What follows belongs to an exercise in optimizing a design on an open flow for small area; a production flow would make more cautious choices. Only simulation tests tie the RTL to the original design; equivalence was not proved.

old:
## interface_omega_damping
module interface_omega_damping (
  input  logic        clk,
  input  logic        rst,
  input  logic        cfg_we,
  input  logic [1:0]  cfg_index,
  input  logic [16:0] cfg_data,
  input  logic        in_valid,
  output logic        in_ready,
  input  logic        start_of_pass,
  input  logic [16:0] phase_fraction,
  input  logic [31:0] eddy_viscosity,
  input  logic [63:0] cell_volume,
  input  logic [63:0] omega_in,
  output logic        out_valid,
  input  logic        out_ready,
  output logic [63:0] omega_out,
  output logic        was_corrected,
  output logic        saturated,
  output logic [31:0] corrected_so_far,
  output logic [31:0] cells_so_far
);
  logic [2:0]  ph;
  logic [6:0]  j;
  logic [4:0]  k;
  logic        clrp;
  logic [16:0] lower_limit;
  logic [16:0] upper_limit;
  logic [15:0] damping_gain;
  logic [15:0] beta_star;
  logic [63:0] R;
  logic [63:0] Z;
  logic [45:0] Tn;     
  logic        c23r;
  logic        ger;
  logic        d1, d2, d3, e1, e2;
  logic [1:0]  ci;
  logic        co;
  logic        acc;
  logic        win;
  assign in_ready  = (ph == iod_pkg::PH_IDLE) && !out_valid;
  assign acc       = in_valid && in_ready && !rst;
  assign omega_out = R;
  logic [3:0] cfg_en;
  always_comb begin
    for (int r = 0; r < 4; r++) begin
      cfg_en[r] = rst | (cfg_we & (cfg_index == 2'(r)));
    end
  end
  always_ff @(posedge clk) begin
    if (cfg_en[0]) lower_limit  <= rst ? iod_pkg::LOWER_RESET : cfg_data;
    if (cfg_en[1]) upper_limit  <= rst ? iod_pkg::UPPER_RESET : cfg_data;
    if (cfg_en[2]) damping_gain <= rst ? iod_pkg::GAIN_RESET : cfg_data[15:0];
    if (cfg_en[3]) beta_star    <= rst ? iod_pkg::BETA_RESET : cfg_data[15:0];
  end
  logic gt_lo, gt_up;
  always_comb begin
    gt_lo = 1'b0;
  ...
clock: 13.5 ns
lec_check: 0
abc_area: 1
cap_margin: 20
core_margin: 2
core_utilization: 70
setup_slack_margin: 0.4
slew_margin: 20
buffer_ports_args: -buffer_cell sky130_fd_sc_hd__buf_1
cts_args: -sink_clustering_enable -repair_clock_nets -dont_use_dummy_load -sink_clustering_size 12 -sink_clustering_max_diameter 50 -buf_list sky130_fd_sc_hd__clkbuf_8
standard.sh (not shown) runs the stock make flow with config.mk's settings and CLKGATE_MAP_FILE= SYNTH_SCRIPT=/design/flow/synth_recipe.tcl, a recipe that flattens the netlist after the stock synthesis.
==> flow/flow/run.sh <==
#!/bin/bash
# The standard layout (standard.sh, all steps), with two changes to how
# the layout is made:
#  - the port buffers are the smallest buffer, sky130_fd_sc_hd__buf_1
#  - CTS clusters up to 12 sinks per clkbuf_8 and inserts no dummy loads
set -euo pipefail
cat >> config.mk <<'EOC'
export BUFFER_PORTS_ARGS = -buffer_cell sky130_fd_sc_hd__buf_1
export CTS_ARGS = -sink_clustering_enable -repair_clock_nets -dont_use_dummy_load -sink_clustering_size 12 -sink_clustering_max_diameter 50 -buf_list sky130_fd_sc_hd__clkbuf_8
EOC
bash standard.sh > standard.log 2>&1
Edits applied to the flow inputs when going from old to new:
==> flow/flow/run.sh <==
#!/bin/bash
# The standard layout (standard.sh, all steps), with two changes to how
# the layout is made:
#  - the port buffers are the smallest buffer, sky130_fd_sc_hd__buf_1
#  - CTS clusters up to 16 sinks per clkbuf_8 and inserts no dummy loads
set -euo pipefail
cat >> config.mk <<'EOC'
export BUFFER_PORTS_ARGS = -buffer_cell sky130_fd_sc_hd__buf_1
export CTS_ARGS = -sink_clustering_enable -repair_clock_nets -dont_use_dummy_load -sink_clustering_size 16 -sink_clustering_max_diameter 60 -buf_list sky130_fd_sc_hd__clkbuf_8
EOC
bash standard.sh > standard.log 2>&1
==> flow/config.mk <==
export PLATFORM = sky130hd
export DESIGN_NAME = interface_omega_damping
export DESIGN_NICKNAME = interface_omega_damping
export VERILOG_FILES = /design/flow/design.v
export SDC_FILE = /design/flow/constraint.sdc
export NUM_CORES = 4
export LEC_CHECK = 0
export CAP_MARGIN = 20
export CORE_MARGIN = 2
export CORE_UTILIZATION = 70
export SETUP_SLACK_MARGIN = 0.4
export SLEW_MARGIN = 20
export BUFFER_PORTS_ARGS = -buffer_cell sky130_fd_sc_hd__buf_1
export CTS_ARGS = -sink_clustering_enable -repair_clock_nets -dont_use_dummy_load -sink_clustering_size 16 -sink_clustering_max_diameter 60 -buf_list sky130_fd_sc_hd__clkbuf_8
## What came out
Run comparison: new endpoint of the worst setup timing path Z[18]; old endpoint of the worst setup timing path Z[9]
In new, the overall die height came out 0.48% below the value in old.
Delta (new minus old): critical path depth lower, count of input and output buffers has remained practically unchanged.

[what the ideal ports hide]
The flow's constraints put no driver on any port. The routed layouts listed below were extracted and timed again, unchanged, in two steps. Step 1, drivers: a clkbuf_16 drives clk and a buf_2 each remaining input, both assumed. Step 2 times the ports against the registers' clock, not the clock port: input delays grow and output delays shrink by t, the midpoint of the rising clock arrivals with the driver on. a / b / c = ideal / step 1 / step 2; a / b = the first two.
run	shift t [ns]	setup slack, ns	hold WS [ns]	worst register clock-pin slew, ns	worst data-port slew with drivers (ns)
old	0.582	1.148 / 1.148 / 1.148	0.333 / 0.333 / 0.333	0.09 / 0.09	0.11
new	0.613	1.085 / 1.085 / 1.085	0.305 / 0.305 / 0.305	0.10 / 0.10	0.07
After both steps every run listed still meets setup and hold.
